Background: an optimization exercise with open tools, aiming at small area and few clock cycles per item. Do not read the settings as production practice.
At most, simulation tests tie the RTL to the original design; equivalence was not proved.
The RTL of run 1 was laid out without a check of its function.
Power and IR drop assume default switching activity.

<file path="design.v">
`timescale 1ns/1ps
module lb_lane (
    input  logic                  clk,
    input  logic                  rstn,
    input  logic                  active,
    input  logic                  s_arvalid,
    output logic                  s_arready,
    output logic                  s_rvalid,
    output logic [64-1:0] s_rdata,
    input  logic                  s_rready,
    output logic                  m_arvalid,
    input  logic                  m_arready,
    input  logic                  m_rvalid,
    input  logic [64-1:0] m_rdata
);
    logic                  infl_1;
    logic                  infl_2;
    logic                  head_v;
    logic                  tail_v;
    logic [64-1:0] head_q;
    logic [64-1:0] tail_q;
    logic [64-1:0] tail_or_chan;
    logic                  room;
    logic                  accept;
    logic                  ret;
    assign tail_or_chan = tail_v ? tail_q : m_rdata;
    assign s_rdata      = head_v ? head_q : tail_or_chan;
    assign s_rvalid     = head_v | tail_v | m_rvalid;
    assign ret          = s_rvalid & s_rready;
    assign room      = (~infl_2 | ret) & ~tail_v & ~(head_v & m_rvalid);
    assign m_arvalid = s_arvalid & active & room;
    assign s_arready = m_arready & active & room;
    assign accept    = s_arvalid & s_arready;
    always_ff @(posedge clk) begin
        if (!rstn) begin
            infl_1 <= 1'b0;
            infl_2 <= 1'b0;
            head_v <= 1'b0;
            tail_v <= 1'b0;
        end else begin
            if (accept & ~ret) begin
                infl_1 <= 1'b1;
                infl_2 <= infl_1;
            end else if (ret & ~accept) begin
                infl_1 <= infl_2;
                infl_2 <= 1'b0;
            end
            head_v <= s_rvalid & ~s_rready;
            tail_v <= head_v & (tail_v | m_rvalid);
        end
    end
    always_ff @(posedge clk) begin
        head_q <= s_rdata;
        tail_q <= tail_or_chan;
    end
endmodule
module lb_top (
    input  logic                             clk,
    input  logic                             rstn,
    input  logic [1:0]                       mode,
    input  logic [4-1:0]            s_arvalid,
    input  logic [4*48-1:0] s_araddr,
    output logic [4-1:0]            s_arready,
    output logic [4-1:0]            s_rvalid,
    output logic [4*64-1:0] s_rdata,
    input  logic [4-1:0]            s_rready,
    output logic [4-1:0]            m_arvalid,
    output logic [4*48-1:0] m_araddr,
    input  logic [4-1:0]            m_arready,
    input  logic [4-1:0]            m_rvalid,
    input  logic [4*64-1:0] m_rdata
);
    localparam int nports = 4;
    logic [nports-1:0] active;
    always_comb begin
        case (mode)
            2'd0:    active = '1;
            2'd1:    active = nports'(3);
            default: active = nports'(1);
        endcase
    end
    assign m_araddr = s_araddr;
    for (genvar i = 0; i < nports; i++) begin : g_lane
        lb_lane lane_i (
            .clk       (clk),
            .rstn      (rstn),
            .active    (active[i]),
            .s_arvalid (s_arvalid[i]),
            .s_arready (s_arready[i]),
            .s_rvalid  (s_rvalid[i]),
            .s_rdata   (s_rdata[i*64 +: 64]),
            .s_rready  (s_rready[i]),
            .m_arvalid (m_arvalid[i]),
            .m_arready (m_arready[i]),
            .m_rvalid  (m_rvalid[i]),
            .m_rdata   (m_rdata[i*64 +: 64])
        );
    end
endmodule
</file>
<file path="flow/run.sh">
#!/bin/bash
# standard layout, with the smallest buffer on every port instead of the
# resizer's default pick
set -o pipefail
cp standard.sh standard.sh.txt
export BUFFER_PORTS_ARGS="-buffer_cell sky130_fd_sc_hd__buf_1"
bash standard.sh > standard.log 2>&1
</file>
<file path="standard.sh">
#!/bin/bash
# synth_recipe.tcl (not shown) runs the flow's synth.tcl, then flattens the netlist and writes it again
# the make line also repeats each setting of config.mk as NAME=value (left out here)
make -C /OpenROAD-flow-scripts/flow DESIGN_CONFIG=/design/flow/config.mk WORK_HOME=/design/flow/orfs CLKGATE_MAP_FILE= SYNTH_SCRIPT=/design/flow/synth_recipe.tcl "${@:-finish}"
</file>
<file path="config.mk">
export PLATFORM = sky130hd
export DESIGN_NAME = lb_top
export DESIGN_NICKNAME = lb_top
export VERILOG_FILES = /design/flow/design.v
export SDC_FILE = /design/flow/constraint.sdc
export NUM_CORES = 4
export LEC_CHECK = 0
export CAP_MARGIN = 20
export CORE_AREA = 2 2 438 108
export CTS_BUF_LIST = sky130_fd_sc_hd__clkbuf_16
export CTS_CLUSTER_DIAMETER = 80
export CTS_CLUSTER_SIZE = 30
export DIE_AREA = 0 0 440 110
export SLEW_MARGIN = 20
</file>
<file path="constraint.sdc">
create_clock -name core_clock -period 14.0 [get_ports {clk}]
set_input_delay 2.8000 -clock core_clock [delete_from_list [all_inputs] [get_ports {clk}]]
set_output_delay 2.8000 -clock core_clock [all_outputs]
set_load 0.01 [all_outputs]
</file>
==> results of run 1 <==
[report_power, final]
group	switching (mW)	internal, mW	leakage (nW)
logic	0.159	0.158	3.10
registers	0.0347	1.62	4.46
clock network	0.456	0.277	0.287
[cells in the mapped netlist]
master	n	share of area, %
clkbuf_1	1	0.020
ha_1	4	0.26
and4_1	5	0.23
mux2_2	411	24
and3b_1	5	0.23
buf_4	204	8.0
nand2b_1	4	0.13
a21oi_1	2	0.052
or3_1	4	0.13
a211oi_1	1	0.039
and2_1	5	0.16
buf_2	33	0.87
nor3_1	2	0.052
mux2_4	101	7.9
buf_6	13	0.77
o21ai_0	8	0.21
o211a_1	4	0.21
and3_1	3	0.098
and4b_1	1	0.052
o311a_1	4	0.21
buf_1	11	0.22
nand2_1	19	0.37
nand4_1	2	0.066
dfxtp_1	528	55
[through the flow]
step	hold slack, ps	cell area [µm²]	total power [mW]	utilization (%)	cells
6_report	477.9	20620	2.703	45.79	2307
5_1_grt	490.6	20610	2.830	45.78	2306
4_1_cts	480.4	20610	2.745	45.78	2306
3_5_place_dp	452.3	20060	2.011	44.55	2280
3_3_place_gp	451.2	20060	1.998	44.55	2280
2_1_floorplan	444.5	19080	1.943	-	1375
[how the worst min path moves through the flow]
stage                                      startpoint                           to  cells past startpoint
after floorplan           g_lane[0].lane_i.tail_q[46]  g_lane[0].lane_i.tail_q[46]                      1
after global placement    g_lane[0].lane_i.tail_q[25]  g_lane[0].lane_i.tail_q[25]                      1
after detailed placement  g_lane[0].lane_i.tail_q[48]  g_lane[0].lane_i.tail_q[48]                      1
after CTS                 g_lane[0].lane_i.tail_q[41]  g_lane[0].lane_i.tail_q[41]                      1
after global routing      g_lane[0].lane_i.tail_q[53]  g_lane[0].lane_i.tail_q[53]                      1
final                     g_lane[3].lane_i.tail_q[62]  g_lane[3].lane_i.tail_q[62]                      1
[cell type report]
class                           instances  area (µm²)  area share, %
Sequential cell                       528       10590          51.37
Antenna cell                            1       2.502        0.01214
Tap cell                              620       775.7          3.763
Clock inverter                          5       31.28         0.1517
Timing Repair Buffer                  547        2068          10.03
Multi-Input combinational cell        585        6624          32.13
Clock buffer                           21       525.5          2.549
[per-layer routing]
layer,vias up,GRT usage (%)
met1,5245,17.14
met5,-,0.7056
met2,287,36.21
li1,5093,-
met4,2,4.207
met3,65,8.828
[state kept, by name, summed over array words and instances (netlist names)]
name,count
g_lane.lane_i.head_q,256
g_lane.lane_i.head_v,4
g_lane.lane_i.infl_2,4
g_lane.lane_i.infl_1,4
g_lane.lane_i.tail_q,256
g_lane.lane_i.tail_v,4
[critical path, cell delays in order]
cell    delay [ps]
buf_1          270
nor3_1         360
and4_1         230
buf_1          160
[kinds of logic (layout without fill, tap and decap cells)]
logic type,count (synthesis),count (layout),share of synthesized area [%]
compound gates,19,19,0.7213
fa+ha+maj,4,4,0.2623
buf+inv,262,573,9.894
flops,528,528,55.39
mux,512,512,32.20
other cells,0,1,0
simple gates,50,50,1.528
==> results.txt, run 1 <==
number of synthesized register bits=528; worst reg2reg path depth=6; number of global-route vias before repair=10.56k; die height=110 µm; die width=440 µm; drt wl/cell=20.76 µm; Tcrit/Tclk final=47.34%; most frequent cells in the layout=543 x buf_1, 520 x dfxtp_1, 411 x mux2_2; Worst slew margin=27.29%; Final min period=6628 ps; via/cell ratio=4.635; Ports=928; Vias=10.69k; reg2reg end=g_lane[0].lane_i.infl_1; setup ws final=7372 ps; status=no timing/DRC/antenna violations; MaxCap Viol Count=0; commonest non-fill, non-tap cell in the layout=buf_1; Crit Path Category=input port to primary output; row count=38; Worst-path clk slew=110 ps; worst slack, placed=7369 ps; Post-CTS Setup Inserts=0; Fmax=150.9 MHz; All-Layer GR Usage=18.27%; Iteration-0 DRC Markers=409; antenna violations before repair=0; post-cts repair resize count=0; Startpoint Class=input port; TritonRoute pass-1 iters=4; reg2reg start=g_lane[0].lane_i.head_v; R2R setup slack=11420 ps; Syn Area/Cell=13.88 µm²; Die ar.=0.04840 mm²; Slew @ Worst Pin=1091 ps; Synth Cell Area=0.01908 mm²; proportion of layout cells with a drive suffix above 1=32.38%; Port Buffer Count=543; nets=2155; Final Hold Fails=0; remaining global-route overflow=0; CTS buffer count=21; met1 WL=16040 µm; Max Slew Vio Count=0; CTS max path bufs=3; Worst setup startpoint=mode[1]; Hold Buf Count CTS=0; clock net sink count=528; crit path to=m_arvalid[2]; wire length on met2=26320 µm; Initial Util=42.38%; dpl hpwl=36780 µm; Worst EP arrival=3830 ps; Yosys Warn Count=2; met3 WL post-DR=4484 µm; GPL Wtd Cong=0.7938; Area growth syn-to-layout=8.046%; Final setup viols=0; critical path fanouts, max=3; DRT Wirelength=47890 µm; global-route wire length before repair=65790 µm; Setup TNS=0 ps; DRC viols=0; Hold Crit Class=flop to flop; CTS tree=yes; unrepaired setup endpoints after global routing=false; clock latency (worst-skew pair)=560 ps; Post-Syn Nets=1847; antenna-violating nets left=0; Yosys cell types=24; Synth Instances=1375; CORE AREA=0.04503 mm²; Fin Clk Skew=13.60 ps; Critical Path RT=11200 ps; Root Buffer Master=clkbuf_16; PwrDens=131.1 mW/mm²; Seq/Total Area, Yosys=55.39%; Peak VDD IR=0.00007070 V; largest net degree at the start of global routing=69; fillers=4185; highest metal used=met5; H-tree Lvls=1; leakage=7.844 nW; Critical Path Sink Type=primary output
==> inputs of run 2 (changes only) <==
--- a/design.v
+++ b/design.v
@@ -16,26 +16,32 @@
     logic                  infl_1;
     logic                  infl_2;
-    logic                  head_v;
-    logic                  tail_v;
-    logic [64-1:0] head_q;
-    logic [64-1:0] tail_q;
-    logic [64-1:0] tail_or_chan;
+    logic                  held_1;
+    logic                  held_2;
+    logic                  rd_ptr;
+    logic                  wr_ptr;
+    logic [64-1:0] buf_0;
+    logic [64-1:0] buf_1;
     logic                  room;
     logic                  accept;
     logic                  ret;
-    assign tail_or_chan = tail_v ? tail_q : m_rdata;
-    assign s_rdata      = head_v ? head_q : tail_or_chan;
-    assign s_rvalid     = head_v | tail_v | m_rvalid;
-    assign ret          = s_rvalid & s_rready;
-    assign room      = (~infl_2 | ret) & ~tail_v & ~(head_v & m_rvalid);
+    logic                  push;
+    logic                  pop;
+    assign s_rvalid  = held_1 | m_rvalid;
+    assign s_rdata   = ~held_1 ? m_rdata : (rd_ptr ? buf_1 : buf_0);
+    assign ret       = s_rvalid & s_rready;
+    assign room      = ~infl_2 | ret;
     assign m_arvalid = s_arvalid & active & room;
     assign s_arready = m_arready & active & room;
     assign accept    = s_arvalid & s_arready;
+    assign push   = m_rvalid & ~(~held_1 & s_rready);
+    assign pop    = held_1 & s_rready;
+    assign wr_ptr = rd_ptr ^ held_1;
     always_ff @(posedge clk) begin
         if (!rstn) begin
             infl_1 <= 1'b0;
             infl_2 <= 1'b0;
-            head_v <= 1'b0;
-            tail_v <= 1'b0;
+            held_1 <= 1'b0;
+            held_2 <= 1'b0;
+            rd_ptr <= 1'b0;
         end else begin
             if (accept & ~ret) begin
@@ -46,11 +52,23 @@
                 infl_2 <= 1'b0;
             end
-            head_v <= s_rvalid & ~s_rready;
-            tail_v <= head_v & (tail_v | m_rvalid);
+            if (push & ~pop) begin
+                held_1 <= 1'b1;
+                held_2 <= held_1;
+            end else if (pop & ~push) begin
+                held_1 <= held_2;
+                held_2 <= 1'b0;
+            end
+            if (pop) begin
+                rd_ptr <= ~rd_ptr;
+            end
         end
     end
     always_ff @(posedge clk) begin
-        head_q <= s_rdata;
-        tail_q <= tail_or_chan;
+        if (push & ~wr_ptr) begin
+            buf_0 <= m_rdata;
+        end
+        if (push & wr_ptr) begin
+            buf_1 <= m_rdata;
+        end
     end
 endmodule
--- a/config.mk
+++ b/config.mk
@@ -9,6 +9,6 @@
 export CORE_AREA = 2 2 438 108
 export CTS_BUF_LIST = sky130_fd_sc_hd__clkbuf_16
-export CTS_CLUSTER_DIAMETER = 80
-export CTS_CLUSTER_SIZE = 30
+export CTS_CLUSTER_DIAMETER = 70
+export CTS_CLUSTER_SIZE = 26
 export DIE_AREA = 0 0 440 110
 export SLEW_MARGIN = 20
==> run 2 against run 1 <==
Effect of this change: synthesized area increased by 24%; global-route usage increased by 10 points; combinational power increased by 78%; via count increased by 33%; critical path depth unchanged; critical path type unchanged; sequential power increased by 17%; routed wire length increased by 51%; final area increased by 22%; largest power group unchanged; still clean; core utilization increased by 9.9 points; clock skew increased by 12 ps.
==> results.txt, run 2 <==
area post-placement=0.02438 mm² (was 0.02006 mm²); Worst setup startpoint=m_rdata[156] (was mode[1]); critical path fanouts, max=3 (unchanged); Slew @ Worst Pin=1016 ps (was 1091 ps); All-Layer GR Usage=28.49% (was 18.27%); Post-Synth Adder-Cell Area=0.4243% (was 0.2623%); top-area cell type share of the netlist area=65.17% (was 55.39%); Largest regs=g_lane.lane_i.buf_0 (256), g_lane.lane_i.buf_1 (256) (was g_lane.lane_i.head_q (256), g_lane.lane_i.tail_q (256)); status=no timing/DRC/antenna violations (unchanged); Fin Clk Skew=25.72 ps (was 13.60 ps); most frequent CP cell=buf_1 (unchanged); reg2reg start=g_lane[0].lane_i.held_1 (was g_lane[0].lane_i.head_v); Area growth syn-to-layout=6.354% (was 8.046%); Synth Cell Area=0.02359 mm² (was 0.01908 mm²); clock net sink count=532 (was 528); Yosys cell types=28 (was 24); CTS max path bufs=3 (unchanged); Final min period=6722 ps (was 6628 ps); WHS Path Cells=2 (was 1); CP max-delay cell=a21oi_1 (was nor3_1); simple-gate area share of the yosys netlist=5.903% (was 1.528%); Worst EP arrival=3920 ps (was 3830 ps); drt wl/cell=27.29 µm (was 20.76 µm); Setup TNS=0 ps (unchanged); Post-Layout Inst Area=0.02509 mm² (was 0.02062 mm²); worst reg2reg path depth=3 (was 6); Port Buffer Count=543 (unchanged); clock latency (worst-skew pair)=590 ps (was 560 ps); Final Total Pwr=3.325 mW (was 2.703 mW); crit path cell chain=buf_1 > nor2_1 > a21oi_1 > buf_1 (was buf_1 > nor3_1 > and4_1 > buf_1); Iteration-0 DRC Markers=1075 (was 409); post-synthesis xor/xnor area fraction=0.1485% (was 0%); via/cell ratio=5.360 (was 4.635); nets=2484 (was 2155); Main synth FF type=edfxtp_1 (was dfxtp_1); leading area contributor after synthesis=edfxtp_1 (was dfxtp_1); Peak VDD IR=0.00007824 V (was 0.00007070 V); largest family of logic cells by synthesized area=multiplexers (unchanged); crit path buf inv count=2 (unchanged); H-tree Lvls=1 (unchanged); post-cts repair resize count=0 (unchanged); DRT Wirelength=72180 µm (was 47890 µm); proportion of layout cells with a drive suffix above 1=3.407% (was 32.38%); crit-path leading delay family=compound AO/OA/AOI/OAI gates (was simple AND/OR/NAND/NOR gates); Die ar.=0.04840 mm² (unchanged); Tcrit/Tclk final=48.02% (was 47.34%); Final setup viols=0 (unchanged); Hold Crit Class=flop to flop (unchanged); Hold Buf Count CTS=0 (unchanged); CTS tree=yes (unchanged); dpl cells=2602 (was 2280); Compound-Gate Fraction of Synth Area=6.354% (was 0.7213%); TritonRoute pass-1 iters=6 (was 4); Critical Path Sink Type=primary output (unchanged); CORE AREA=0.04503 mm² (unchanged); antenna-violating nets left=0 (unchanged); Critical Path RT=11200 ps (about the same); setup ws final=7278 ps (was 7372 ps); DRC viols=0 (unchanged); unrepaired setup endpoints after global routing=false (unchanged); EDFF count, synth=512 (was 0); commonest non-fill, non-tap cell in the layout=buf_1 (unchanged); Root Buffer Master=clkbuf_16 (unchanged); # diodes=0 (was 1); antenna violations before repair=4 (was 0); synth top area cells=edfxtp_1 65%, mux2i_1 11%, buf_4 7.0%, a21oi_1 5.7%, nor2_1 4.1% (was dfxtp_1 55%, mux2_2 24%, buf_4 8.0%, mux2_4 7.9%, buf_2 0.87%); Post-Syn Nets=2197 (was 1847); ys async rst share=0% (unchanged); leakage=7.867 nW (was 7.844 nW); worst hold margin=464.2 ps (was 477.9 ps); Initial Util=52.39% (was 42.38%); CTS buffer count=24 (was 21); Max Slew Vio Count=0 (unchanged); Levels on crit path=4 (unchanged); die width=440 µm (unchanged); worst slack, placed=7381 ps (was 7369 ps); Worst Hold Launch=g_lane[0].lane_i.held_2 (was g_lane[3].lane_i.tail_q[62]); crit path to=s_rdata[156] (was m_arvalid[2]); PwrDens=132.5 mW/mm² (was 131.1 mW/mm²); Crit Path Category=input port to primary output (unchanged); final core utilization=55.72% (was 45.79%); Fmax=148.8 MHz (was 150.9 MHz); Ports=928 (unchanged); reg2reg end=g_lane[0].lane_i.buf_1[54] (was g_lane[0].lane_i.infl_1); Yosys Warn Count=2 (unchanged); number of synthesized register bits=532 (was 528); synth cell count leaders=512 x edfxtp_1, 271 x a21oi_1, 256 x mux2i_1, 256 x nor2_1, 220 x buf_4 (was 528 x dfxtp_1, 411 x mux2_2, 204 x buf_4); CP peak stage delay=740 ps (was 360 ps); dpl hpwl=55010 µm (was 36780 µm); Vias=14.18k (was 10.69k); Worst slew margin=32.28% (was 27.29%); Synth Instances=1721 (was 1375); GPL Wtd Cong=0.9002 (was 0.7938); row count=38 (unchanged); Seq/Total Area, Yosys=66.87% (was 55.39%); global-route wire length before repair=96480 µm (was 65790 µm); Post-CTS Setup Inserts=0 (unchanged); Worst-path clk slew=110 ps (about the same); Final Hold Fails=0 (unchanged); post-synthesis mux area share=10.86% (was 32.20%); Startpoint Class=input port (unchanged); R2R setup slack=11070 ps (was 11420 ps); MaxCap Viol Count=0 (unchanged); remaining global-route overflow=0 (unchanged); Final Non-Filler Cells=2645 (was 2307); number of global-route vias before repair=13.17k (was 10.56k); most frequent cells in the layout=543 x buf_1, 512 x edfxtp_1, 271 x a21oi_1 (was 543 x buf_1, 520 x dfxtp_1, 411 x mux2_2); Syn Area/Cell=13.71 µm² (was 13.88 µm²); largest net degree at the start of global routing=118 (was 69); most common cell in the netlist=edfxtp_1 (was dfxtp_1); die height=110 µm (unchanged)
run 2: changes by cell type in the layout (fill, tap and decap cells not counted), sizes merged, moves of 256 or more:
cell	change
edfxtp	+512
mux2	-512
dfxtp	-508
a21oi	+269
mux2i	+256
nor2	+256
run 2: where the power goes:
group          internal (mW)  switching (mW)  leakage (nW)
clock network          0.331           0.499         0.406
registers               1.88          0.0568          4.89
logic                  0.180           0.383          2.57
total                   2.39           0.939          7.87
run 2: cell type report:
type | count | area (µm²)
clock buffer | 25 | 625.6
multi-input combinational | 885 | 5614
clock inverter | 18 | 80.08
inverter | 5 | 18.77
tap | 620 | 775.7
fill | 3863 | 19940
timing repair buffer | 560 | 2170
sequential | 532 | 15810
run 2: how the worst min path moves through the flow:
stage,end
after detailed placement,g_lane[2].lane_i.held_2
after global routing,g_lane[0].lane_i.held_2
final,g_lane[0].lane_i.held_2
after floorplan,g_lane[0].lane_i.held_2
after CTS,g_lane[0].lane_i.held_2
after global placement,g_lane[0].lane_i.held_2
run 2: routing by layer:
layer / part of all wire (%) / up-vias / GRT usage [%]
met3: 15 / 99 / 20.84
li1: - / 6693 / -
met5: 0.91 / - / 9.577
met4: 2.2 / 12 / 5.333
met2: 48 / 606 / 46.35
met1: 34 / 6768 / 29.54
run 2: worst min-delay path, cell delays in order, from the launching register on:
cell,delay (ps)
dfxtp_1,330
nand2_1,50
a21oi_1,50
run 2: logic make-up after synthesis:
kind of cell / Yosys count
muxes: 256
AOI/OAI and AO/OA: 288
and+or+nand+nor: 329
adders and majority gates: 8
DFF: 532
xor gates and xnor gates: 4
buffers and inverters: 304
Testbench counts of run 2, summed over its fixed seeds: cycles 2,412, items 4,800.

## afterwards: timing with drivers on the ports
Ports are ideal in the flow. The routed layouts listed here were re-timed in OpenROAD. Step 1, drivers: a clkbuf_16 drives clk and a buf_2 each remaining input, both assumed. Step 2, shift: input delay + t, output delay - t, t = (earliest + latest rising clock arrival at the registers) / 2. This alone moves slack from input paths to output paths. Three values: no drivers, after step 1, after step 2; two values: the first two.
run	shift t [ns]	slack for setup (ns)	worst setup path after step 2
run 1	0.607	7.372 / 7.352 / 7.352	input to output
run 2	0.627	7.278 / 7.252 / 7.252	input to output
After both steps every run listed still meets setup and hold. The setup slack of run 2, which loses most, moves by -0.026 ns with the drivers and by -0.026 ns with both steps.
